This design comes from an exercise in tuning for small area on the open sky130 flow, not from production work. The RTL was checked by simulation tests, not by an equivalence proof against the original design. Power is estimated from default activity; no workload was simulated. No driver is modelled on the clock port, so clocking that relies on it looks cheaper here than on a real chip.

--- flow/design.v ---
package adc_pkg;
  localparam int ADC_NCH     = 24;
  localparam int ADC_SW      = 18;
  localparam int ADC_NSLOT   = 2 * ADC_NCH;
  localparam int ADC_FRAME_W = ADC_NSLOT * ADC_SW;
  function automatic integer slot_offset(input integer k, input integer sw);
    slot_offset = k * sw;
  endfunction
endpackage
module adc_slot_counter
#(
  parameter int NSLOT = adc_pkg::ADC_NSLOT,
  localparam int CW   = (NSLOT > 1) ? $clog2(NSLOT) : 1
) (
  input  logic          clk,
  input  logic          rst,
  input  logic          inc,
  input  logic          sof_load,
  output logic [CW-1:0] cnt,
  output logic          last
);
  assign last = (cnt == CW'(NSLOT - 1));
  always_ff @(posedge clk) begin
    if (rst) begin
      cnt <= '0;
    end else if (inc) begin
      if (sof_load)  cnt <= CW'(1);
      else if (last) cnt <= '0;
      else           cnt <= cnt + CW'(1);
    end
  end
endmodule
module adc_frame_packer
#(
  parameter int NCH    = adc_pkg::ADC_NCH,
  parameter int SW     = adc_pkg::ADC_SW,
  parameter int FCNT_W = 16
) (
  input  logic                  clk,
  input  logic                  rst,
  input  logic                  s_valid,
  output logic                  s_ready,
  input  logic [SW-1:0]         s_data,
  input  logic                  s_sof,
  output logic [2*NCH*SW-1:0]   m_data,
  output logic                  m_valid,
  input  logic                  m_ready,
  output logic                  sync_err,
  output logic [FCNT_W-1:0]     frame_cnt
);
  localparam int NSLOT = 2 * NCH;
  localparam int FW    = NSLOT * SW;
  localparam int CW    = (NSLOT > 1) ? $clog2(NSLOT) : 1;
  logic [CW-1:0] slot;
  logic          last;
  logic [CW-1:0] wr_slot;
  logic [FW-1:0] acc;
  logic [FW-1:0] acc_next;
  logic          xfer;
  logic          resync;
  logic          frame_done;
  assign s_ready    = !rst && !(last && m_valid && !m_ready);
  assign xfer       = s_valid && s_ready;
  assign resync     = xfer && s_sof && (slot != '0);
  assign frame_done = xfer && !s_sof && last;
  assign wr_slot    = s_sof ? '0 : slot;
  adc_slot_counter #(
    .NSLOT (NSLOT)
  ) u_slot_counter (
    .clk      (clk),
    .rst      (rst),
    .inc      (xfer),
    .sof_load (s_sof),
    .cnt      (slot),
    .last     (last)
  );
  always_comb begin
    acc_next = resync ? '0 : acc;
    for (int k = 0; k < NSLOT; k++) begin
      if (xfer && (wr_slot == CW'(k))) begin
        acc_next[adc_pkg::slot_offset(k, SW) +: SW] = s_data;
      end
    end
  end
  always_ff @(posedge clk) begin
    if (rst) begin
      acc       <= '0;
      m_data    <= '0;
      m_valid   <= 1'b0;
      sync_err  <= 1'b0;
      frame_cnt <= '0;
    end else begin
      acc      <= acc_next;
      sync_err <= resync;
      if (frame_done) begin
        m_data    <= acc_next;
        m_valid   <= 1'b1;
        frame_cnt <= frame_cnt + FCNT_W'(1);
      end else if (m_ready) begin
        m_valid <= 1'b0;
      end
    end
  end
endmodule
--- flow/run.sh ---
#!/bin/bash
# synth_recipe.tcl (not shown) runs the flow's synth.tcl, then flattens the netlist and writes it again
# the make line also repeats each setting of config.mk as NAME=value (left out here)
make -C /OpenROAD-flow-scripts/flow DESIGN_CONFIG=/design/flow/config.mk WORK_HOME=/design/flow/orfs CLKGATE_MAP_FILE= SYNTH_SCRIPT=/design/flow/synth_recipe.tcl finish
--- flow/config.mk ---
export PLATFORM = sky130hd
export DESIGN_NAME = adc_frame_packer
export DESIGN_NICKNAME = adc_frame_packer
export VERILOG_FILES = /design/flow/design.v
export SDC_FILE = /design/flow/constraint.sdc
export NUM_CORES = 4
export LEC_CHECK = 0
export CAP_MARGIN = 20
export CORE_MARGIN = 2
export CORE_UTILIZATION = 40
export SLEW_MARGIN = 20
--- flow/constraint.sdc ---
create_clock -name core_clock -period 5.0 [get_ports {clk}]
set_input_delay 1.0000 -clock core_clock [delete_from_list [all_inputs] [get_ports {clk}]]
set_output_delay 1.0000 -clock core_clock [all_outputs]
set_load 0.01 [all_outputs]
==> flow_metrics.py, run 1 <==
metrics = {
    "synthesis": {
        "synth_top_family_by_area": "compound AO/OA/AOI/OAI gates",
        "synthFlopType": "dfxtp_1",
        "synth_edf_count": 0,
        "synthArstFlopShare": 0,
        "synth_compound_area_frac": 0.234,
        "yosysWarningCount": 2,
        "synthXorXnorAreaFrac": 0.000135,
        "synth_nets": 7570,
        "ys_seq_elements": 1752,
        "ys_seq_area_frac": 0.541,
        "synthMuxAreaShare": 0.000695,
        "syn_inst": 7544,
        "synth.distinct_cells": 71,
        "syn_area_sq_um": 64800,
        "avgSynthCellArea_sq_um": 8.59,
        "synthSimpleGateAreaFrac": 0.146,
        "synthAdderAreaFrac": 0.000579,
    },
    "cts": {
        "cts.htree.levels": 4,
        "cts_tree": "yes",
        "cts_buffers": 183,
        "clockBufferDepth": 3,
        "clkSlewWorstSetupHoldPaths_ps": 60,
        "cts_setup_buffers": 0,
        "holdBufCountCts": 0,
        "clockRootBuffer": "clkbuf_16",
        "clk_latency_ps": 840,
        "clock_sinks": 1752,
        "ctsResizeCount": 0,
    },
    "route": {
        "route.detailed.drc": 0,
        "drt_iter0_markers": 5357,
        "wl_per_cell_um": 24.3,
        "drtPass1Iterations": 6,
        "vias_per_cell": 5.62,
        "totalWireLength_um": 252000,
        "num_vias": 58300,
        "drt.antenna.violating_nets": 0,
    },
    "setup_path": {
        "required_ps": 4000,
        "r2r_setup_slack_ps": 1360,
        "arrival_ps": 3210,
        "r2r_start": "u_slot_counter.cnt[0]$_SDFFE_PP0P_",
        "critPathKind": "reg -> out",
        "cp-start-kind": "flop",
        "path_max_fanout": 14,
        "crit_end": "s_ready",
        "rr_worst_depth": 7,
        "crit_path_end_kind": "output port",
        "cp-startpoint": "u_slot_counter.cnt[0]$_SDFFE_PP0P_",
        "r2r-end": "acc[426]$_SDFF_PP0_",
    },
    "sta": {
        "hold-worst-slack_ps": 412,
        "clock_skew_ps": 57.8,
        "drv_slew": 0,
        "worstMarginPinSlew_ps": 1270,
        "rsz0062_at_grt": "false",
        "finalHoldViolCount": 0,
        "max_freq_ghz": 0.238,
        "min_period_ps": 4210,
        "setup_viol": 0,
        "slew_headroom": 0.150,
        "finalCritPeriodShare": 0.842,
        "finalSetupTns_ps": 0,
    },
    "floorplanning": {
        "die_area_sq_um": 165000,
        "initial_utilization": 0.403,
        "fp.dieH_um": 406,
        "core_sq_um": 161000,
        "die_width_um": 406,
        "rows": 147,
        "ioPinCount": 906,
    },
    "place": {
        "dp_cells": 10000,
        "dpl_cell_area_sq_um": 75100,
        "dp_hpwl_um": 158000,
        "gp_congestion": 0.839,
        "io_buffer_count": 905,
    },
    "finish": {
        "final_cells": 10400,
        "postLayoutCellArea_sq_um": 81100,
        "ff_latch_area_sq_um": 35100,
        "drive_gt1_frac": 0.0759,
        "nNetsFinal": 8088,
        "syn2layout_area_growth_pct": 25.1,
        "multiInputGateArea_sq_um": 24900,
        "nFillCells": 15200,
    },
    "min_path": {
        "hold_path_class": "reg -> reg",
    },
    "global_routing": {
        "antenna_found_initial": 5,
        "grt_overflow": 0,
        "grt_util_all_layers": 0.291,
        "grt_pass1_wl_um": 362000,
        "grt_pass1_vias": 53400,
        "grt_max_degree": 214,
    },
    "run": {
        "maxCapViolations": 0,
    },
    "power_and_ir_drop": {
        "irDropWorstVdd_mv": 0.354,
        "p_per_area_nw_per_um2": 350,
        "p_leak_uw": 0.0248,
        "power.total_uw": 28400,
    },
    "outcome": {
        "status": "no timing/DRC/antenna violations",
    },
}
==> worst min-delay path by stage <==
stage | slack, ps | cells after the start | startpoint | to
floorplan | 430 | 2 | acc[594]$_SDFF_PP0_ | m_data[594]$_SDFFE_PP0P_
global placement | 430 | 2 | acc[471]$_SDFF_PP0_ | m_data[471]$_SDFFE_PP0P_
detailed placement | 440 | 2 | acc[167]$_SDFF_PP0_ | m_data[167]$_SDFFE_PP0P_
CTS | 420 | 2 | acc[508]$_SDFF_PP0_ | m_data[508]$_SDFFE_PP0P_
global route | 430 | 2 | acc[508]$_SDFF_PP0_ | m_data[508]$_SDFFE_PP0P_
finish | 410 | 2 | acc[548]$_SDFF_PP0_ | m_data[548]$_SDFFE_PP0P_
==> critical path, stage by stage (launching register included) <==
cell,delay (ps)
dfxtp_1,620
ha_1,320
and3_1,540
a21oi_1,260
clkdlybuf4s50_1,670
==> cells in the final DEF, fill, tap and decap left out, drive strengths merged, types with 20 or more instances in the layout <==
master            n
o31ai            21
nand2          2044
o41ai            20
nand4            30
a211oi           56
inv             460
clkdlybuf4s50   886
clkbuf          273
nor2             75
clkinv           45
a32oi            54
nor2b            27
o211ai          291
o32ai           491
dfxtp          1752
a311oi           36
o21ai            47
buf             195
nor4             20
nand3            70
a21oi          1172
==> metal layers <==
metal	share of wire	vias up	GRT usage
met5	0.00011	-	0
met4	0.043	4	0.124
met3	0.074	446	0.0514
met2	0.46	2470	0.459
met1	0.42	28400	0.390
li1	-	27000	-
==> power by group <==
group	switching [uW]	internal, uW	total (uW)
clock network	5850	7730	13600
logic	758	111	870
registers	5.21	14000	14000
==> flip-flops by register name, indices dropped and copies added, names as in the netlist <==
signal              flops
frame_cnt              16
m_valid                 1
u_slot_counter.cnt      6
acc                   864
sync_err                1
m_data                864
==> logic make-up after synthesis <==
logic type	Yosys count
mux	4
xor+xnor	1
fa+ha+maj	3
simple gates	2326
flops	1752
compound gates	2253
buf+inv	1205
==> Yosys cell counts, types with 3 or more instances <==
library cell  count  area (sq um)
a21oi_2          16           140
o41ai_1          20           175
o32ai_2          30           488
o31a_1           17           149
o211ai_1        290          2180
buf_4            22           165
nand2b_1          6          37.5
or3_1             5          31.3
nor2_1           74           278
a21oi_1        1156          5790
o31ai_1          21           158
o21ai_0          44           220
or2_2             3          18.8
buf_6            15           169
and3_1           19           119
a22o_1            3          26.3
ha_1              3          37.5
inv_1           457          1720
o32ai_4           3          82.6
or4_1             3          22.5
dfxtp_1        1752         35100
a211oi_1         49           368
nor4_1            4          25.0
o22ai_1          17           106
nor3_1            3          15.0
and4_1            6          52.6
nor4_4           15           319
a32oi_1          54           473
a211o_1          18           158
o32ai_1         458          4010
nor3b_2           3          37.5
a311oi_2         20           300
a211oi_2          6          75.1
a311oi_1         16           140
buf_2           195           976
buf_1            23          86.3
nand4_1          28           175
mux2_2            4          45.0
nand2_1        2044          7670
nand3_1          69           345
nor2b_1          27           169
clkbuf_1        492          1850
==> metrics by stage <==
stage / util / worst slack [ps]
global route: 0.504 / 701
finish: 0.504 / 790
global placement: 0.467 / 681
CTS: 0.504 / 785
detailed placement: 0.467 / 612
floorplan: - / 2280
==> layout make-up <==
class / instances / area share
Clock buffer: 273 / 0.0655
Multi-Input combinational cell: 4587 / 0.307
Timing Repair Buffer: 1081 / 0.132
Clock inverter: 58 / 0.00841
Tap cell: 2160 / 0.0333
Sequential cell: 1752 / 0.433
Inverter: 457 / 0.0212
Antenna cell: 3 / 0.0000926
==> run 2, diff against run 1 <==
--- a/flow/design.v
+++ b/flow/design.v
@@ -50,12 +50,12 @@
 );
   localparam int NSLOT = 2 * NCH;
   localparam int FW    = NSLOT * SW;
+  localparam int AW    = FW - SW;
   localparam int CW    = (NSLOT > 1) ? $clog2(NSLOT) : 1;
   logic [CW-1:0] slot;
   logic          last;
   logic [CW-1:0] wr_slot;
-  logic [FW-1:0] acc;
-  logic [FW-1:0] acc_next;
+  logic [AW-1:0] acc;
   logic          xfer;
   logic          resync;
   logic          frame_done;
@@ -74,26 +74,24 @@
     .cnt      (slot),
     .last     (last)
   );
-  always_comb begin
-    acc_next = resync ? '0 : acc;
-    for (int k = 0; k < NSLOT; k++) begin
-      if (xfer && (wr_slot == CW'(k))) begin
-        acc_next[adc_pkg::slot_offset(k, SW) +: SW] = s_data;
-      end
+  always_ff @(posedge clk) begin
+    for (int k = 0; k < NSLOT - 1; k++) begin
+      if (xfer && (wr_slot == CW'(k)))
+        acc[adc_pkg::slot_offset(k, SW) +: SW] <= s_data;
     end
   end
   always_ff @(posedge clk) begin
+    if (frame_done)
+      m_data <= {s_data, acc};
+  end
+  always_ff @(posedge clk) begin
     if (rst) begin
-      acc       <= '0;
-      m_data    <= '0;
       m_valid   <= 1'b0;
       sync_err  <= 1'b0;
       frame_cnt <= '0;
     end else begin
-      acc      <= acc_next;
       sync_err <= resync;
       if (frame_done) begin
-        m_data    <= acc_next;
         m_valid   <= 1'b1;
         frame_cnt <= frame_cnt + FCNT_W'(1);
       end else if (m_ready) begin
==> run 2 against run 1 <==
Core utilization is 3.2 points higher. Largest cell class unchanged. Cell count shrank 52%. Die area fell by 18%. First-iteration DRC count down 44%. Combinational power down 65%. Sequential cell count is 18 lower. Highest routed layer unchanged. Sequential share of layout area increased by 30 points. Worst setup slack improved by 260 ps. Maximum frequency is 6.7% higher. Still clean.
==> flow_metrics.py, run 2 <==
metrics = {
    "outcome": {
        "status": "no timing/DRC/antenna violations",
    },
    "cts": {
        "ctsResizeCount": 0,
        "cts.htree.levels": 4,
        "clk_latency_ps": 810,
        "cts_tree": "yes",
        "clockRootBuffer": "clkbuf_16",
        "cts_buffers": 169,
        "clkSlewWorstSetupHoldPaths_ps": 70,
        "cts_setup_buffers": 0,
        "clock_sinks": 1734,
        "clockBufferDepth": 3,
        "holdBufCountCts": 0,
    },
    "finish": {
        "layout_common_cells": "edfxtp_1, clkdlybuf4s50_1, clkbuf_16",
        "final_cells": 4967,
        "largest_reg_flops": 864,
        "top_regs": "m_data x864, acc x846, frame_cnt x16",
        "top_register": "m_data",
        "multiInputGateArea_sq_um": 1230,
        "drive_gt1_frac": 0.123,
        "postLayoutCellArea_sq_um": 70500,
        "nFillCells": 9944,
        "nNetsFinal": 3103,
        "ff_latch_area_sq_um": 51800,
        "syn2layout_area_growth_pct": 32.9,
        "mostFrequentLayoutCell": "edfxtp_1",
    },
    "power_and_ir_drop": {
        "power.total_uw": 28600,
        "p_leak_uw": 0.0225,
        "p_per_area_nw_per_um2": 406,
        "irDropWorstVdd_mv": 0.338,
    },
    "route": {
        "drt.antenna.violating_nets": 0,
        "route.detailed.drc": 0,
        "drt_iter0_markers": 2998,
        "num_vias": 24100,
        "wl_per_cell_um": 29.5,
        "totalWireLength_um": 147000,
        "vias_per_cell": 4.85,
        "drtPass1Iterations": 5,
    },
    "synthesis": {
        "yosysTopAreaCell": "edfxtp_1",
        "syn_inst": 1942,
        "synth_edf_count": 1710,
        "synth.distinct_cells": 41,
        "yosysWarningCount": 2,
        "synth_nets": 1968,
        "avgSynthCellArea_sq_um": 27.3,
        "synthFlopType": "edfxtp_1",
        "ys_seq_area_frac": 0.978,
        "synthArstFlopShare": 0,
        "synth.top_cells.by_area": "edfxtp_1, dfxtp_1, nor2_1",
        "syn_area_sq_um": 53000,
        "yosys-top-cells-count": "edfxtp_1, nor2_1, dfxtp_1, nand2_1, a21oi_1",
        "synth_top_area_share": 0.969,
        "synth_most_common_cell": "edfxtp_1",
        "ys_seq_elements": 1734,
    },
    "setup_path": {
        "critPathKind": "reg -> out",
        "path_max_fanout": 10,
        "r2r_start": "u_slot_counter.cnt[1]$_SDFFE_PP0P_",
        "rr_worst_depth": 6,
        "cp_cell_sequence": "ha_1 > nand4b_1 > nor2_1 > a21oi_1 > clkdlybuf4s50_1",
        "cp-start-kind": "flop",
        "r2r_setup_slack_ps": 1800,
        "crit_path_end_kind": "output port",
        "r2r-end": "m_data[56]$_DFFE_PP_",
        "arrival_ps": 2950,
        "required_ps": 4000,
        "critPathSlowestCell": "clkdlybuf4s50_1",
        "cp_slowest_stage_delay_ps": 630,
    },
    "sta": {
        "clock_skew_ps": 40.2,
        "finalHoldViolCount": 0,
        "rsz0062_at_grt": "false",
        "max_freq_ghz": 0.253,
        "min_period_ps": 3950,
        "drv_slew": 0,
        "slew_headroom": 0.250,
        "finalCritPeriodShare": 0.789,
        "worstMarginPinSlew_ps": 1130,
        "fin_ws_ps": 1050,
        "setup_viol": 0,
        "finalSetupTns_ps": 0,
    },
    "floorplanning": {
        "rows": 133,
        "fp.dieH_um": 368,
        "ioPinCount": 906,
        "core_sq_um": 131000,
        "die_width_um": 368,
        "initial_utilization": 0.403,
        "die_area_sq_um": 135000,
    },
    "min_path": {
        "hold-path-cell-count": 0,
        "min_to": "m_data[136]$_DFFE_PP_",
        "hold_path_class": "reg -> reg",
        "min_from": "acc[136]$_DFFE_PP_",
    },
    "global_routing": {
        "grt_overflow": 0,
        "antenna_found_initial": 14,
        "grt_max_degree": 146,
        "grt_util_all_layers": 0.214,
        "grt_pass1_vias": 24400,
        "grt_pass1_wl_um": 198000,
    },
    "place": {
        "dpl_cell_area_sq_um": 64900,
        "dp_slack_ps": 718,
        "io_buffer_count": 905,
        "dp_cells": 4658,
        "dp_hpwl_um": 94400,
        "gp_congestion": 0.897,
    },
    "run": {
        "maxCapViolations": 0,
    },
}
## run 2: changes by cell type in the layout (fill, tap and decap cells not counted), sizes merged, moves of 439 or more
cell and delta:
dfxtp -1728, a21oi -1154, inv -439, edfxtp +1710, o32ai -491, nand2 -2022
## run 2: power by group
group	total (uW)	switching, uW	internal (uW)
registers	15900	5.77	15900
logic	302	273	29.3
clock network	12500	5420	7050
## run 2: worst max-delay path by stage
stage / slack (ps) / from / end / depth (start not counted)
global placement: 800 / rst / m_data[45]$_DFFE_PP_ / 6
CTS: 1010 / u_slot_counter.cnt[1]$_SDFFE_PP0P_ / s_ready / 5
finish: 1050 / u_slot_counter.cnt[1]$_SDFFE_PP0P_ / s_ready / 5
floorplan: -9970 / s_valid / m_data[0]$_DFFE_PP_ / 5
global route: 880 / u_slot_counter.cnt[1]$_SDFFE_PP0P_ / s_ready / 5
detailed placement: 720 / rst / m_data[56]$_DFFE_PP_ / 6
## run 2: logic make-up after synthesis
| logic type | after synthesis | share of synthesized area |
|---|---|---|
| xor gates and xnor gates | 1 | 0.000165 |
| muxes | 4 | 0.000756 |
| DFF | 1734 | 0.978 |
| adders and majority gates | 3 | 0.000708 |
| AOI/OAI and AO/OA | 42 | 0.00512 |
| buffers and inverters | 24 | 0.00196 |
| and+or+nand+nor | 134 | 0.0133 |
## run 2: stage by stage
stage          hold WS (ps)   util
2_1_floorplan           400      -
3_3_place_gp            401  0.494
3_5_place_dp            405  0.494
4_1_cts                 397  0.535
5_1_grt                 399  0.536
6_report                397  0.536
## run 2: worst max-delay path: cells and delay by family, from the launching register on
| kind | cells | cell delay [ps] |
|---|---|---|
| buffers and inverters | 1 | 630 |
| flip-flops | 1 | 520 |
| adder cells (fa/ha/maj) | 1 | 290 |
| AND/OR/NAND/NOR | 2 | 580 |
| AO/OA/AOI/OAI | 1 | 140 |
## run 2: final cells by class
cell class / count / area share
Antenna cell: 5 / 0.000178
Clock buffer: 197 / 0.0618
Clock inverter: 104 / 0.0160
Inverter: 8 / 0.000479
Multi-Input combinational cell: 184 / 0.0174
Sequential cell: 1734 / 0.736
Tap cell: 1755 / 0.0312
Timing Repair Buffer: 980 / 0.137
## run 2: metal layers
metal / routed length [um] / up-vias / share of wire / track usage
li1: - / 10200 / - / -
met1: 55400 / 12500 / 0.38 / 0.265
met2: 72900 / 1192 / 0.50 / 0.354
met3: 13400 / 203 / 0.091 / 0.0705
met4: 4720 / 4 / 0.032 / 0.0754
met5: 32 / - / 0.00022 / 0
==> run 3, diff against run 2 <==
--- a/flow/design.v
+++ b/flow/design.v
@@ -29,6 +29,18 @@
       else           cnt <= cnt + CW'(1);
     end
   end
+endmodule
+module adc_hold_mux
+#(
+  parameter int W = 1
+) (
+  input  logic [W-1:0] q,
+  input  logic [W-1:0] d,
+  input  logic         ld,
+  input  logic         hold,
+  output logic [W-1:0] y
+);
+  assign y = (q & {W{hold}}) | (d & {W{ld}});
 endmodule
 module adc_frame_packer
 #(
@@ -74,15 +86,37 @@
     .cnt      (slot),
     .last     (last)
   );
-  always_ff @(posedge clk) begin
-    for (int k = 0; k < NSLOT - 1; k++) begin
-      if (xfer && (wr_slot == CW'(k)))
-        acc[adc_pkg::slot_offset(k, SW) +: SW] <= s_data;
-    end
+  logic [NSLOT-2:0] we;
+  logic [NSLOT-2:0] we_n;
+  logic [AW-1:0]    acc_d;
+  logic [FW-1:0]    m_data_d;
+  logic             done_n;
+  assign done_n = !frame_done;
+  for (genvar k = 0; k < NSLOT - 1; k++) begin : g_we
+    assign we[k]   = xfer && (wr_slot == CW'(k));
+    assign we_n[k] = !we[k];
+  end
+  for (genvar i = 0; i < AW; i++) begin : g_acc
+    adc_hold_mux #(.W(1)) u_acc_mux (
+      .q    (acc[i]),
+      .d    (s_data[i % SW]),
+      .ld   (we[i / SW]),
+      .hold (we_n[i / SW]),
+      .y    (acc_d[i])
+    );
+  end
+  for (genvar i = 0; i < FW; i++) begin : g_out
+    adc_hold_mux #(.W(1)) u_out_mux (
+      .q    (m_data[i]),
+      .d    ((i >= AW) ? s_data[i - AW] : acc[i]),
+      .ld   (frame_done),
+      .hold (done_n),
+      .y    (m_data_d[i])
+    );
   end
   always_ff @(posedge clk) begin
-    if (frame_done)
-      m_data <= {s_data, acc};
+    acc    <= acc_d;
+    m_data <= m_data_d;
   end
   always_ff @(posedge clk) begin
     if (rst) begin
==> flow/flow/run.sh (new file) <==
#!/bin/bash
# Standard ORFS layout with smaller port buffers and a leaner clock tree.
# All tool output goes to standard_flow.log here (ORFS's own per-step logs
# stay under orfs/logs/).
set -uo pipefail
bash standard.sh \
  BUFFER_PORTS_ARGS="-buffer_cell sky130_fd_sc_hd__buf_1" \
  CTS_ARGS="-sink_clustering_enable -repair_clock_nets -dont_use_dummy_load -buf_list {sky130_fd_sc_hd__clkbuf_16} -sink_clustering_size 22 -sink_clustering_max_diameter 50" \
  finish > standard_flow.log 2>&1
==> flow/standard.sh (new file) <==
#!/bin/bash
# synth_recipe.tcl (not shown) runs the flow's synth.tcl, then flattens the netlist and writes it again
# the make line also repeats each setting of config.mk as NAME=value (left out here)
make -C /OpenROAD-flow-scripts/flow DESIGN_CONFIG=/design/flow/config.mk WORK_HOME=/design/flow/orfs CLKGATE_MAP_FILE= SYNTH_SCRIPT=/design/flow/synth_recipe.tcl "${@:-finish}"
--- a/flow/config.mk
+++ b/flow/config.mk
@@ -7,5 +7,7 @@
 export LEC_CHECK = 0
 export CAP_MARGIN = 20
 export CORE_MARGIN = 2
-export CORE_UTILIZATION = 40
+export CORE_UTILIZATION = 60
 export SLEW_MARGIN = 20
+export SYNTH_HIERARCHICAL = 1
+export SYNTH_MINIMUM_KEEP_SIZE = 0
removed: flow/run.sh
==> run 3 against run 2 <==
Via count grew 61%. Final area shrank 14%. Register-to-register slack lost 640 ps. Maximum frequency grew 2.8%. Largest cell class unchanged. Clock skew grew 46 ps. Critical endpoint is now acc[174]$_DFF_P_. Worst hold slack gained 7.9 ps. Largest power group unchanged. Combinational power grew 29%. Area after synthesis shrank 3.6%. Total power shrank 17%. Cell count grew 21%.
==> flow_metrics.py, run 3 <==
metrics = {
    "sta": {
        "hold-worst-slack_ps": 405,
        "rsz0062_at_grt": "false",
        "drv_slew": 0,
        "max_freq_ghz": 0.260,
        "setup_viol": 0,
        "min_period_ps": 3840,
        "worstMarginPinSlew_ps": 1220,
        "finalCritPeriodShare": 0.768,
        "slew_headroom": 0.184,
        "clock_skew_ps": 86.1,
        "finalHoldViolCount": 0,
        "finalSetupTns_ps": 0,
        "fin_ws_ps": 1160,
    },
    "setup_path": {
        "required_ps": 5560,
        "critPathKind": "reg -> reg",
        "crit_path_end_kind": "flop",
        "path_max_fanout": 18,
        "arrival_ps": 4400,
        "cp-start-kind": "flop",
    },
    "route": {
        "top_layer": "met4",
        "wl_met1_um": 70200,
        "drtPass1Iterations": 5,
        "num_vias": 38900,
        "wl_per_cell_um": 29.3,
        "route.detailed.drc": 0,
        "vias_per_cell": 6.48,
        "dr_wl_met3_um": 17000,
        "drt.antenna.violating_nets": 0,
        "totalWireLength_um": 176000,
        "drt_iter0_markers": 3666,
        "routed-wl-met2_um": 78100,
    },
    "synthesis": {
        "ys_seq_elements": 1734,
        "ys_seq_area_frac": 0.680,
        "synth.top_cells.by_area": "dfxtp_1, a22o_1, nor2_1",
        "synthArstFlopShare": 0,
        "synth.distinct_cells": 43,
        "yosysTopAreaCell": "dfxtp_1",
        "syn_inst": 3718,
        "yosysWarningCount": 8,
        "synthFlopType": "dfxtp_1",
        "yosys-top-cells-count": "dfxtp_1, a22o_1, nor2_1, nand2_1, clkbuf_1",
        "synth_most_common_cell": "dfxtp_1",
        "avgSynthCellArea_sq_um": 13.7,
        "syn_area_sq_um": 51100,
        "synth_top_area_share": 0.680,
        "synth_nets": 3743,
        "synth_edf_count": 0,
    },
    "floorplanning": {
        "core_sq_um": 84700,
        "die_width_um": 296,
        "die_area_sq_um": 87500,
        "ioPinCount": 906,
        "initial_utilization": 0.603,
        "rows": 107,
        "fp.dieH_um": 296,
    },
    "run": {
        "maxCapViolations": 0,
    },
    "cts": {
        "clkSlewWorstSetupHoldPaths_ps": 80,
        "cts_tree": "yes",
        "clk_latency_ps": 740,
        "clockBufferDepth": 3,
        "ctsResizeCount": 0,
        "cts_buffers": 139,
        "cts_setup_buffers": 0,
        "holdBufCountCts": 0,
        "clockRootBuffer": "clkbuf_16",
        "cts.htree.levels": 4,
        "clock_sinks": 1734,
    },
    "finish": {
        "antenna_cells": 0,
        "nNetsFinal": 4877,
        "postLayoutCellArea_sq_um": 60400,
        "layout_common_cells": "dfxtp_1, a22o_1, buf_1",
        "mostFrequentLayoutCell": "dfxtp_1",
        "drive_gt1_frac": 0.0565,
        "top_regs": "m_data x864, acc x846, frame_cnt x16",
        "top_register": "m_data",
        "largest_reg_flops": 864,
        "syn2layout_area_growth_pct": 18.2,
    },
    "min_path": {
        "hold_path_class": "reg -> reg",
    },
    "global_routing": {
        "grt_pass1_wl_um": 249000,
        "grt_pass1_vias": 35300,
        "grt_overflow": 0,
        "grt_max_degree": 212,
        "grt_util_all_layers": 0.385,
        "antenna_found_initial": 0,
    },
    "outcome": {
        "status": "no timing/DRC/antenna violations",
    },
    "place": {
        "dpl_cell_area_sq_um": 56900,
        "io_buffer_count": 905,
        "dp_hpwl_um": 114000,
        "dp_slack_ps": 1180,
        "gp_congestion": 0.837,
    },
    "power_and_ir_drop": {
        "p_leak_uw": 0.0234,
        "p_per_area_nw_per_um2": 394,
        "irDropWorstVdd_mv": 0.313,
    },
}
-- run 3: worst max-delay path, cell delays in order (launching register included) --
cell      delay (ps)
dfxtp_1          550
ha_1             270
nand3_1          150
nor2_1           690
nand3b_1         140
nand3_1          470
inv_1            330
o21ai_2          260
buf_4            330
nor2_1            80
buf_4            200
a22o_1           190
-- run 3: where the power goes --
part / switching [uW] / leakage [uW] / total (uW) / internal, uW
sequential: 43.1 / 0.0140 / 13900 / 13900
clock: 4560 / 0.00171 / 9450 / 4890
combinational: 304 / 0.00767 / 391 / 87.1
total: 4900 / 0.0234 / 23800 / 18900
-- run 3: path summary, 6_finish.rpt --
check,startpoint,end,slack [ps],depth (start not counted)
worst min register to register,acc[443]$_DFF_P_,m_data[443]$_DFF_P_,400,1
worst min-delay path,acc[443]$_DFF_P_,m_data[443]$_DFF_P_,400,1
worst max-delay path,u_slot_counter.cnt[0]$_SDFFE_PP0P_,acc[174]$_DFF_P_,1160,11
worst max register to register,u_slot_counter.cnt[0]$_SDFFE_PP0P_,acc[174]$_DFF_P_,1160,11
-- run 3: final cells by class --
class                   instances  area (sq um)
flip-flops and latches       1734         34700
multi-input cells            1963         16300
fillers                      6231         24400
repair buffers               1008          4390
well taps                    1144          1430
clock buffers                 139          3480
inverters                       6          30.0
-- run 3: cell families (layout without fill, tap and decap cells) --
group,after synthesis,in the layout,share of synthesized area
AO/OA/AOI/OAI,1742,1742,0.297
flip-flops,1734,1734,0.680
AND/OR/NAND/NOR,211,211,0.0201
buffers and inverters,21,1153,0.00169
XOR/XNOR,8,8,0.00137
adder cells (fa/ha/maj),2,2,0.000490
-- run 3: routing by layer --
metal	vias up	track usage
li1	17100	-
met1	19500	0.507
met2	1837	0.582
met3	402	0.102
met4	0	0.204
met5	-	0
-- run 3: per-stage QoR --
step	utilization	instances	power (uW)
5_1_grt	0.712	5994	24300
2_1_floorplan	-	3718	14300
3_5_place_dp	0.671	5855	14600
4_1_cts	0.712	5994	23800
3_3_place_gp	0.671	5855	14600
6_report	0.712	5994	23800
==> run 4, diff against run 3 <==
==> flow/flow/run.sh (replaced) <==
#!/bin/bash
# Standard ORFS layout with smaller port buffers and a leaner clock tree.
# All tool output goes to standard_flow.log here (ORFS's own per-step logs
# stay under orfs/logs/).
set -uo pipefail
bash standard.sh \
  BUFFER_PORTS_ARGS="-buffer_cell sky130_fd_sc_hd__buf_1" \
  CTS_ARGS="-sink_clustering_enable -repair_clock_nets -dont_use_dummy_load -buf_list {sky130_fd_sc_hd__clkbuf_8} -sink_clustering_size 16 -sink_clustering_max_diameter 40" \
  finish > standard_flow.log 2>&1
==> run 4 against run 3 <==
Clock-buffer cell count increased by 21. Synthesized cell count unchanged. Non-clock buffer count unchanged. Area after synthesis unchanged. Largest power group unchanged.
==> flow_metrics.py, run 4 <==
metrics = {
    "outcome": {
        "status": "no timing/DRC/antenna violations",
    },
    "floorplanning": {
        "core_sq_um": 84700,
        "fp.dieH_um": 296,
        "rows": 107,
        "ioPinCount": 906,
        "die_width_um": 296,
        "die_area_sq_um": 87500,
        "initial_utilization": 0.603,
    },
    "sta": {
        "slew_headroom": 0.189,
        "hold-worst-slack_ps": 414,
        "finalSetupTns_ps": 0,
        "worstMarginPinSlew_ps": 1220,
        "finalHoldViolCount": 0,
        "setup_viol": 0,
        "drv_slew": 0,
        "clock_skew_ps": 108,
        "fin_ws_ps": 1100,
        "min_period_ps": 3900,
        "max_freq_ghz": 0.256,
        "finalCritPeriodShare": 0.781,
        "rsz0062_at_grt": "false",
    },
    "setup_path": {
        "arrival_ps": 4600,
        "crit_buf_inv": 3,
        "path_max_fanout": 18,
        "required_ps": 5700,
        "crit_path_end_kind": "flop",
        "cp_top_family": "simple AND/OR/NAND/NOR gates",
        "cp_cell_sequence": "ha_1 > nand3_1 > nor2_1 > nand3b_1 > nand3_1 > inv_1 > o21ai_2 > buf_4 > nor2_1 > buf_4 > a22o_1",
        "cp_slowest_stage_delay_ps": 720,
        "critPathSlowestCell": "nor2_1",
        "critPathKind": "reg -> reg",
        "crit_cells": 11,
        "cp-start-kind": "flop",
        "rr_worst_depth": 11,
    },
    "run": {
        "maxCapViolations": 0,
    },
    "finish": {
        "syn2layout_area_growth_pct": 15.7,
        "nNetsFinal": 4898,
        "top_register": "m_data",
        "mostFrequentLayoutCell": "dfxtp_1",
        "largest_reg_flops": 864,
        "drive_gt1_frac": 0.0606,
        "top_regs": "m_data x864, acc x846, frame_cnt x16",
        "layout_common_cells": "dfxtp_1, a22o_1, buf_1",
    },
    "cts": {
        "cts_buffers": 160,
        "clock_sinks": 1734,
        "cts_setup_buffers": 0,
        "clk_latency_ps": 880,
        "cts_tree": "yes",
        "cts.htree.levels": 4,
        "clkSlewWorstSetupHoldPaths_ps": 90,
        "ctsResizeCount": 0,
        "clockBufferDepth": 3,
        "holdBufCountCts": 0,
        "clockRootBuffer": "clkbuf_8",
    },
    "synthesis": {
        "synth_most_common_cell": "dfxtp_1",
        "synth.top_cells.by_area": "dfxtp_1, a22o_1, nor2_1",
        "avgSynthCellArea_sq_um": 13.7,
        "ys_seq_area_frac": 0.680,
        "syn_area_sq_um": 51100,
        "ys_seq_elements": 1734,
        "syn_inst": 3718,
        "synth_nets": 3743,
        "yosysWarningCount": 8,
        "synth.distinct_cells": 43,
        "synth_top_area_share": 0.680,
        "yosysTopAreaCell": "dfxtp_1",
        "yosys-top-cells-count": "dfxtp_1, a22o_1, nor2_1, nand2_1, clkbuf_1",
        "synthArstFlopShare": 0,
        "synthFlopType": "dfxtp_1",
        "synth_edf_count": 0,
    },
    "global_routing": {
        "grt_pass1_wl_um": 249000,
        "antenna_found_initial": 1,
        "grt_overflow": 0,
        "grt_pass1_vias": 35300,
        "grt_util_all_layers": 0.384,
        "grt_max_degree": 212,
    },
    "place": {
        "dp_slack_ps": 1180,
        "dp_hpwl_um": 114000,
        "io_buffer_count": 905,
        "gp_congestion": 0.837,
    },
    "route": {
        "totalWireLength_um": 176000,
        "vias_per_cell": 6.43,
        "drt_iter0_markers": 3769,
        "wl_per_cell_um": 29.2,
        "num_vias": 38700,
        "drt.antenna.violating_nets": 0,
        "route.detailed.drc": 0,
        "drtPass1Iterations": 5,
    },
    "power_and_ir_drop": {
        "irDropWorstVdd_mv": 0.300,
        "p_per_area_nw_per_um2": 363,
        "p_leak_uw": 0.0228,
    },
    "min_path": {
        "hold_path_class": "reg -> reg",
        "hold-path-cell-count": 1,
    },
}
==> run 4: cell counts after synthesis <==
No cell type changed its count.
==> run 4: area by class of cell <==
type	count	area (sq um)
timing repair buffer	1008	4390
fill	6463	25700
antenna	2	5.00
sequential	1734	34700
clock buffer	160	2200
tap	1144	1430
inverter	6	30.0
multi-input combinational	1963	16300
==> run 4: stage by stage <==
| stage | util | total power [uW] | cells | instance area (sq um) |
|---|---|---|---|---|
| after floorplan | - | 14300 | 3718 | 51100 |
| after global placement | 0.671 | 14600 | 5855 | 56900 |
| after detailed placement | 0.671 | 14600 | 5855 | 56900 |
| after CTS | 0.697 | 21500 | 6015 | 59100 |
| after global routing | 0.697 | 22000 | 6017 | 59100 |
| final | 0.697 | 21500 | 6017 | 59100 |
==> run 4: worst paths after layout <==
path,slack (ps),start,end
max,1100,u_slot_counter.cnt[0]$_SDFFE_PP0P_,acc[95]$_DFF_P_
min,410,acc[7]$_DFF_P_,m_data[7]$_DFF_P_
min reg2reg,410,acc[7]$_DFF_P_,m_data[7]$_DFF_P_
max reg2reg,1100,u_slot_counter.cnt[0]$_SDFFE_PP0P_,acc[95]$_DFF_P_
==> run 4: report_power, final <==
group	leakage, uW	switching, uW	total (uW)	internal [uW]
logic	0.00767	306	393	87.0
clock network	0.00115	4310	7160	2850
registers	0.0140	42.9	13900	13900
==> run 4: metal layers <==
layer	wire length, um	up-vias	part of all wire	track usage
met1	70300	19300	0.40	0.503
met5	0	-	0	0
met2	78200	1885	0.45	0.583
met4	9970	0	0.057	0.200
li1	-	17100	-	-
met3	17200	390	0.098	0.107
==> run 4: cell families (layout without fill, tap and decap cells) <==
logic type                 count (synthesis)  count (layout)  synth area share
xor gates and xnor gates                   8               8           0.00137
DFF                                     1734            1734             0.680
adders and majority gates                  2               2          0.000490
AOI/OAI and AO/OA                       1742            1742             0.297
other                                      0               2                 0
and+or+nand+nor                          211             211            0.0201
buffers and inverters                     21            1174           0.00169
==> run 4: worst register-to-register path: stages (launching register included) <==
cell and delay (ps):
dfxtp_1 550, ha_1 270, nand3_1 150, nor2_1 720
nand3b_1 150, nand3_1 490, inv_1 350, o21ai_2 260
buf_4 340, nor2_1 120, buf_4 220, a22o_1 200
==> run 5, diff against run 4 <==
==> flow/flow/run.sh (replaced) <==
#!/bin/bash
# Standard ORFS layout with smaller port buffers and a leaner clock tree.
# All tool output goes to standard_flow.log here (ORFS's own per-step logs
# stay under orfs/logs/).
set -uo pipefail
bash standard.sh \
  BUFFER_PORTS_ARGS="-buffer_cell sky130_fd_sc_hd__buf_1" \
  CTS_ARGS="-sink_clustering_enable -repair_clock_nets -dont_use_dummy_load -buf_list {sky130_fd_sc_hd__clkbuf_8} -sink_clustering_size 20 -sink_clustering_max_diameter 50" \
  finish > standard_flow.log 2>&1
--- a/flow/config.mk
+++ b/flow/config.mk
@@ -5,9 +5,9 @@
 export SDC_FILE = /design/flow/constraint.sdc
 export NUM_CORES = 4
 export LEC_CHECK = 0
-export CAP_MARGIN = 20
+export CAP_MARGIN = 10
 export CORE_MARGIN = 2
-export CORE_UTILIZATION = 60
-export SLEW_MARGIN = 20
+export CORE_UTILIZATION = 70
+export SLEW_MARGIN = 10
 export SYNTH_HIERARCHICAL = 1
 export SYNTH_MINIMUM_KEEP_SIZE = 0
==> run 5 against run 4 <==
Maximum frequency is 1.3% lower. Sequential power hardly changed. Critical path depth is 3 lower. Largest cell class unchanged.
==> flow_metrics.py, run 5 <==
metrics = {
    "outcome": {
        "status": "no timing/DRC/antenna violations",
    },
    "floorplanning": {
        "die_width_um": 274,
        "fp.dieH_um": 274,
        "ioPinCount": 906,
        "rows": 99,
        "die_area_sq_um": 75100,
        "initial_utilization": 0.704,
        "core_sq_um": 72600,
    },
    "synthesis": {
        "synth.top_cells.by_area": "dfxtp_1, a22o_1, nor2_1",
        "synth_compound_area_frac": 0.297,
        "synth_most_common_cell": "dfxtp_1",
        "ys_seq_area_frac": 0.680,
        "ys_seq_elements": 1734,
        "synthSimpleGateAreaFrac": 0.0201,
        "syn_inst": 3718,
        "synthMuxAreaShare": 0,
        "synthXorXnorAreaFrac": 0.00137,
        "synth_nets": 3743,
        "synthFlopType": "dfxtp_1",
        "syn_area_sq_um": 51100,
        "synth_edf_count": 0,
        "synth_top_family_by_area": "compound AO/OA/AOI/OAI gates",
        "yosysTopAreaCell": "dfxtp_1",
        "yosysWarningCount": 8,
        "avgSynthCellArea_sq_um": 13.7,
        "synth.distinct_cells": 43,
        "synthArstFlopShare": 0,
        "yosys-top-cells-count": "dfxtp_1, a22o_1, nor2_1, nand2_1, clkbuf_1",
        "synthAdderAreaFrac": 0.000490,
        "synth_top_area_share": 0.680,
    },
    "global_routing": {
        "busiest_layer": "met2",
        "grt_overflow": 0,
        "grt_use_met1": 0.560,
        "grt_max_degree": 218,
        "grt_util_all_layers": 0.443,
        "use_met3": 0.136,
        "antenna_found_initial": 3,
        "gr-usage-met2": 0.655,
        "grt_pass1_vias": 36600,
        "grt_pass1_wl_um": 248000,
    },
    "cts": {
        "cts_buffers": 136,
        "cts.htree.levels": 4,
        "clockBufferDepth": 3,
        "clkSlewWorstSetupHoldPaths_ps": 90,
        "cts_tree": "yes",
        "clock_sinks": 1734,
        "cts_setup_buffers": 0,
        "holdBufCountCts": 0,
        "clk_latency_ps": 830,
        "ctsResizeCount": 0,
        "clockRootBuffer": "clkbuf_8",
    },
    "place": {
        "io_buffer_count": 905,
        "gp_congestion": 0.881,
        "dp_hpwl_um": 113000,
    },
    "power_and_ir_drop": {
        "seqPwrFrac": 0.667,
        "p_leak_uw": 0.0225,
        "power.internal_uw": 16400,
        "irDropWorstVdd_mv": 0.302,
        "power.switching_uw": 4480,
        "clkPwrFrac": 0.315,
        "p_comb_frac": 0.018,
        "swShare": 0.215,
        "p_per_area_nw_per_um2": 358,
    },
    "finish": {
        "nFillCells": 4540,
        "top_register": "m_data",
        "top_regs": "m_data x864, acc x846, frame_cnt x16",
        "nNetsFinal": 4858,
        "mostFrequentLayoutCell": "dfxtp_1",
        "syn2layout_area_growth_pct": 14.3,
        "largest_reg_flops": 864,
        "layout_common_cells": "dfxtp_1, a22o_1, buf_1",
        "drive_gt1_frac": 0.0530,
    },
    "setup_path": {
        "cp-startpoint": "u_slot_counter.cnt[1]$_SDFFE_PP0P_",
        "crit_path_end_kind": "flop",
        "cp-start-kind": "flop",
        "arrival_ps": 4690,
        "required_ps": 5740,
        "critPathKind": "reg -> reg",
        "path_max_fanout": 70,
        "r2r_start": "u_slot_counter.cnt[1]$_SDFFE_PP0P_",
    },
    "sta": {
        "min_period_ps": 3950,
        "setup_viol": 0,
        "finalCritPeriodShare": 0.791,
        "finalSetupTns_ps": 0,
        "slew_headroom": 0.130,
        "max_freq_ghz": 0.253,
        "hold-worst-slack_ps": 404,
        "rsz0062_at_grt": "false",
        "drv_slew": 0,
        "finalHoldViolCount": 0,
        "worstMarginPinSlew_ps": 1300,
        "clock_skew_ps": 67.0,
    },
    "run": {
        "maxCapViolations": 0,
    },
    "route": {
        "num_vias": 39800,
        "route.detailed.drc": 0,
        "drtPass1Iterations": 5,
        "vias_per_cell": 6.87,
        "drt.antenna.violating_nets": 0,
        "totalWireLength_um": 174000,
        "drt_iter0_markers": 4756,
        "wl_per_cell_um": 30.1,
    },
    "min_path": {
        "hold_path_class": "reg -> reg",
        "min_from": "acc[117]$_DFF_P_",
    },
}
[run 5: cell counts after synthesis]
No cell type changed its count.
[run 5: final cells by class]
class / count / area [sq um] / share of cell area
Sequential cell: 1734 / 34700 / 0.594
Multi-Input combinational cell: 1963 / 16300 / 0.280
Timing Repair Buffer: 992 / 4240 / 0.0726
Clock buffer: 136 / 1870 / 0.0321
Tap cell: 959 / 1200 / 0.0205
Inverter: 6 / 30.0 / 0.000514
Antenna cell: 4 / 10.0 / 0.000171
[run 5: per-stage QoR]
step | power, uW | instance area [sq um] | setup WS, ps | std cells | util
after floorplan | 14300 | 51100 | -13170 | 3718 | -
after global placement | 14600 | 56500 | 838 | 5653 | 0.778
after detailed placement | 14600 | 56500 | 1180 | 5654 | 0.779
after CTS | 20800 | 58400 | 1130 | 5790 | 0.804
after global routing | 21400 | 58400 | 853 | 5792 | 0.804
final | 20900 | 58400 | 1050 | 5794 | 0.804
[run 5: per-layer routing]
layer,wire (um),part of all wire
met5,0,0
met4,13500,0.077
met3,21100,0.12
met2,75700,0.43
met1,64000,0.37
[run 5: worst paths after layout]
check / endpoint / slack [ps] / cells after the start
setup / recovery: m_data[578]$_DFF_P_ / 1050 / 8
hold / removal: m_data[117]$_DFF_P_ / 400 / 1
setup reg to reg: m_data[578]$_DFF_P_ / 1050 / 8
hold reg to reg: m_data[117]$_DFF_P_ / 400 / 1
[run 5: worst max-delay path, stage by stage (launching register included)]
cell,delay [ps]
dfxtp_1,680
ha_1,330
nand3_1,170
nor2_1,590
and4bb_4,420
nand2_8,260
inv_8,540
buf_4,580
a22o_1,230
[run 5: cells by family (layout without fill, tap and decap cells)]
group | after synthesis | count (layout)
flops | 1734 | 1734
other cells | 0 | 4
xor+xnor | 8 | 8
compound gates | 1742 | 1742
simple gates | 211 | 211
buf+inv | 21 | 1134
fa+ha+maj | 2 | 2
[run 5: power groups by stage]
stage,Sequential [uW],Clock [uW],Combinational (uW)
after floorplan,14200,0,94.5
after global placement,14200,0,358
after detailed placement,14200,0,363
after CTS,13900,6560,364
after global routing,13900,7080,375
final,13900,6580,384
==> run 6, diff against run 5 <==
==> flow/flow/run.sh (replaced) <==
#!/bin/bash
# Standard ORFS layout with smaller port buffers and a leaner clock tree.
# All tool output goes to standard_flow.log here (ORFS's own per-step logs
# stay under orfs/logs/).
set -uo pipefail
bash standard.sh \
  BUFFER_PORTS_ARGS="-buffer_cell sky130_fd_sc_hd__buf_1" \
  CTS_ARGS="-sink_clustering_enable -repair_clock_nets -dont_use_dummy_load -buf_list {sky130_fd_sc_hd__clkbuf_16} -sink_clustering_size 32 -sink_clustering_max_diameter 80" \
  finish > standard_flow.log 2>&1
--- a/flow/config.mk
+++ b/flow/config.mk
@@ -7,7 +7,7 @@
 export LEC_CHECK = 0
 export CAP_MARGIN = 10
 export CORE_MARGIN = 2
-export CORE_UTILIZATION = 70
+export CORE_UTILIZATION = 75
 export SLEW_MARGIN = 10
 export SYNTH_HIERARCHICAL = 1
 export SYNTH_MINIMUM_KEEP_SIZE = 0
==> run 6 against run 5 <==
Critical path type unchanged. Cell count down 2.8%. Clock skew up 5.2 ps. Core utilization up 5.7 points. Synthesized cell count unchanged. Combinational power down 1%.
==> flow_metrics.py, run 6 <==
metrics = {
    "outcome": {
        "status": "no timing/DRC/antenna violations",
    },
    "sta": {
        "min_period_ps": 4180,
        "finalCritPeriodShare": 0.835,
        "hold-worst-slack_ps": 423,
        "drv_slew": 0,
        "worstMarginPinSlew_ps": 1410,
        "rsz0062_at_grt": "false",
        "slew_headroom": 0.0620,
        "fin_ws_ps": 825,
        "finalHoldViolCount": 0,
        "setup_viol": 0,
        "max_freq_ghz": 0.240,
        "clock_skew_ps": 72.2,
        "finalSetupTns_ps": 0,
    },
    "finish": {
        "nNetsFinal": 4788,
        "top_regs": "m_data x864, acc x846, frame_cnt x16",
        "layout_common_cells": "dfxtp_1, a22o_1, buf_1",
        "final_util": 0.862,
        "largest_reg_flops": 864,
        "drive_gt1_frac": 0.0391,
        "mostFrequentLayoutCell": "dfxtp_1",
        "final_cells": 5634,
        "syn2layout_area_growth_pct": 13.5,
        "top_register": "m_data",
        "antenna_cells": 0,
    },
    "synthesis": {
        "ys_seq_area_frac": 0.680,
        "synthFlopType": "dfxtp_1",
        "avgSynthCellArea_sq_um": 13.7,
        "syn_area_sq_um": 51100,
        "synth_most_common_cell": "dfxtp_1",
        "syn_inst": 3718,
        "yosys-top-cells-count": "dfxtp_1, a22o_1, nor2_1, nand2_1, clkbuf_1",
        "synth_nets": 3743,
        "synth.distinct_cells": 43,
        "ys_seq_elements": 1734,
        "synthArstFlopShare": 0,
        "yosysWarningCount": 8,
        "synth.top_cells.by_area": "dfxtp_1, a22o_1, nor2_1",
        "synth_top_area_share": 0.680,
        "yosysTopAreaCell": "dfxtp_1",
        "synth_edf_count": 0,
    },
    "setup_path": {
        "path_max_fanout": 18,
        "cp_slowest_stage_delay_ps": 710,
        "crit_path_end_kind": "flop",
        "arrival_ps": 4760,
        "critPathKind": "reg -> reg",
        "critPathSlowestCell": "dfxtp_1",
        "cp_top_family": "simple AND/OR/NAND/NOR gates",
        "required_ps": 5580,
        "cp-start-kind": "flop",
        "crit_buf_inv": 1,
        "cp_cell_sequence": "ha_1 > nand3_1 > nor2_1 > nand3b_1 > nand3_1 > inv_1 > o21ai_2 > nor2_1 > a22o_1",
    },
    "global_routing": {
        "antenna_found_initial": 2,
        "grt_util_all_layers": 0.479,
        "grt_overflow": 0,
        "grt_pass1_vias": 37200,
        "grt_pass1_wl_um": 252000,
        "grt_max_degree": 145,
    },
    "power_and_ir_drop": {
        "power.internal_uw": 16100,
        "seqPwrFrac": 0.683,
        "irDropWorstVdd_mv": 0.325,
        "power.switching_uw": 4270,
        "swShare": 0.209,
        "p_leak_uw": 0.0223,
        "p_per_area_nw_per_um2": 352,
        "p_comb_frac": 0.019,
        "clkPwrFrac": 0.299,
    },
    "route": {
        "drt_iter0_markers": 5113,
        "num_vias": 40300,
        "wl_per_cell_um": 31.2,
        "drtPass1Iterations": 8,
        "vias_per_cell": 7.16,
        "totalWireLength_um": 176000,
        "route.detailed.drc": 0,
        "drt.antenna.violating_nets": 0,
    },
    "cts": {
        "cts_buffers": 60,
        "clockRootBuffer": "clkbuf_16",
        "ctsResizeCount": 0,
        "clockBufferDepth": 3,
        "clock_sinks": 1734,
        "cts_tree": "yes",
        "clkSlewWorstSetupHoldPaths_ps": 120,
        "cts_setup_buffers": 0,
        "clk_latency_ps": 690,
        "cts.htree.levels": 2,
        "holdBufCountCts": 0,
    },
    "place": {
        "dp_hpwl_um": 116000,
        "io_buffer_count": 905,
        "dp_slack_ps": 1050,
        "gp_congestion": 0.915,
        "dp_cells": 5574,
    },
    "min_path": {
        "hold_path_class": "reg -> reg",
    },
    "run": {
        "maxCapViolations": 0,
    },
    "floorplanning": {
        "initial_utilization": 0.759,
        "fp.dieH_um": 265,
        "ioPinCount": 906,
        "die_width_um": 265,
        "die_area_sq_um": 70200,
        "core_sq_um": 67300,
        "rows": 95,
    },
}
[run 6: power groups by stage]
stage	Combinational [uW]	Sequential (uW)	Clock (uW)
after floorplan	94.5	14200	0
after global placement	344	14200	0
after detailed placement	352	14200	0
after CTS	354	13900	6030
after global routing	368	13900	6500
final	380	13900	6090
[run 6: final cells by class]
| type | instances | area, sq um |
|---|---|---|
| clock buffer | 60 | 1500 |
| multi-input combinational | 1963 | 16300 |
| fill | 3627 | 9320 |
| timing repair buffer | 998 | 4290 |
| inverter | 6 | 30.0 |
| tap | 873 | 1090 |
| sequential | 1734 | 34700 |
[run 6: cells by family (layout without fill, tap and decap cells)]
group | count (synthesis) | after routing | share of synthesized area
DFF | 1734 | 1734 | 0.680
AOI/OAI and AO/OA | 1742 | 1742 | 0.297
buffers and inverters | 21 | 1064 | 0.00169
xor gates and xnor gates | 8 | 8 | 0.00137
and+or+nand+nor | 211 | 211 | 0.0201
adders and majority gates | 2 | 2 | 0.000490
[run 6: per-stage QoR]
| step | instance area [sq um] | power (uW) |
|---|---|---|
| floorplan | 51100 | 14300 |
| global placement | 56500 | 14600 |
| detailed placement | 56500 | 14600 |
| CTS | 58000 | 20300 |
| global route | 58000 | 20800 |
| finish | 58000 | 20400 |
[run 6: layer usage]
metal	global-route usage	wire length (um)	share of wire
met1	0.597	61600	0.35
met2	0.696	74700	0.42
met3	0.152	23400	0.13
met4	0.369	16400	0.093
met5	0	13	0.000074
[run 6: worst paths after layout]
path | from | to | slack [ps] | cells past startpoint
max | u_slot_counter.cnt[1]$_SDFFE_PP0P_ | acc[56]$_DFF_P_ | 820 | 9
min | acc[530]$_DFF_P_ | m_data[530]$_DFF_P_ | 420 | 1
max reg2reg | u_slot_counter.cnt[1]$_SDFFE_PP0P_ | acc[56]$_DFF_P_ | 820 | 9
min reg2reg | acc[530]$_DFF_P_ | m_data[530]$_DFF_P_ | 420 | 1

what the ideal ports hide:
How much do the figures lean on ideal ports? The routed layouts below were timed once more, with nothing changed but the port constraints. Step 1 sets driving cells, clkbuf_16 on the clock port and buf_2 on the other inputs (assumed; they add their load-dependent delay and slew). Step 2 adds t to the input delays and takes it off the output delays; t is the mean of the earliest and latest rising clock arrival at the registers after step 1. Input paths then give back, and output paths get back, about the clock's delay inside the block. Slacks: ideal ports / drivers / drivers and shift; pairs: ideal ports / drivers.
run | t (ns) | slack for setup (ns) | slew at the worst register clock pin (ns) | worst slew at a driven data input, ns
run 1 | 0.897 | 0.790 / 0.707 / 0.542 | 0.07 / 0.07 | 0.14
run 2 | 0.867 | 1.054 / 0.981 / 0.637 | 0.07 / 0.07 | 0.18
run 3 | 0.776 | 1.161 / 1.161 / 1.104 | 0.08 / 0.08 | 0.03
run 4 | 0.887 | 1.098 / 1.097 / 1.069 | 0.10 / 0.10 | 0.03
run 5 | 0.868 | 1.047 / 1.026 / 1.047 | 0.12 / 0.12 | 0.10
run 6 | 0.732 | 0.825 / 0.825 / 0.825 | 0.12 / 0.12 | 0.07
After both steps setup and hold are still met in every run listed. For run 2, which loses most, drivers alone change the setup slack by -0.073 ns; drivers and shift together by -0.417 ns.
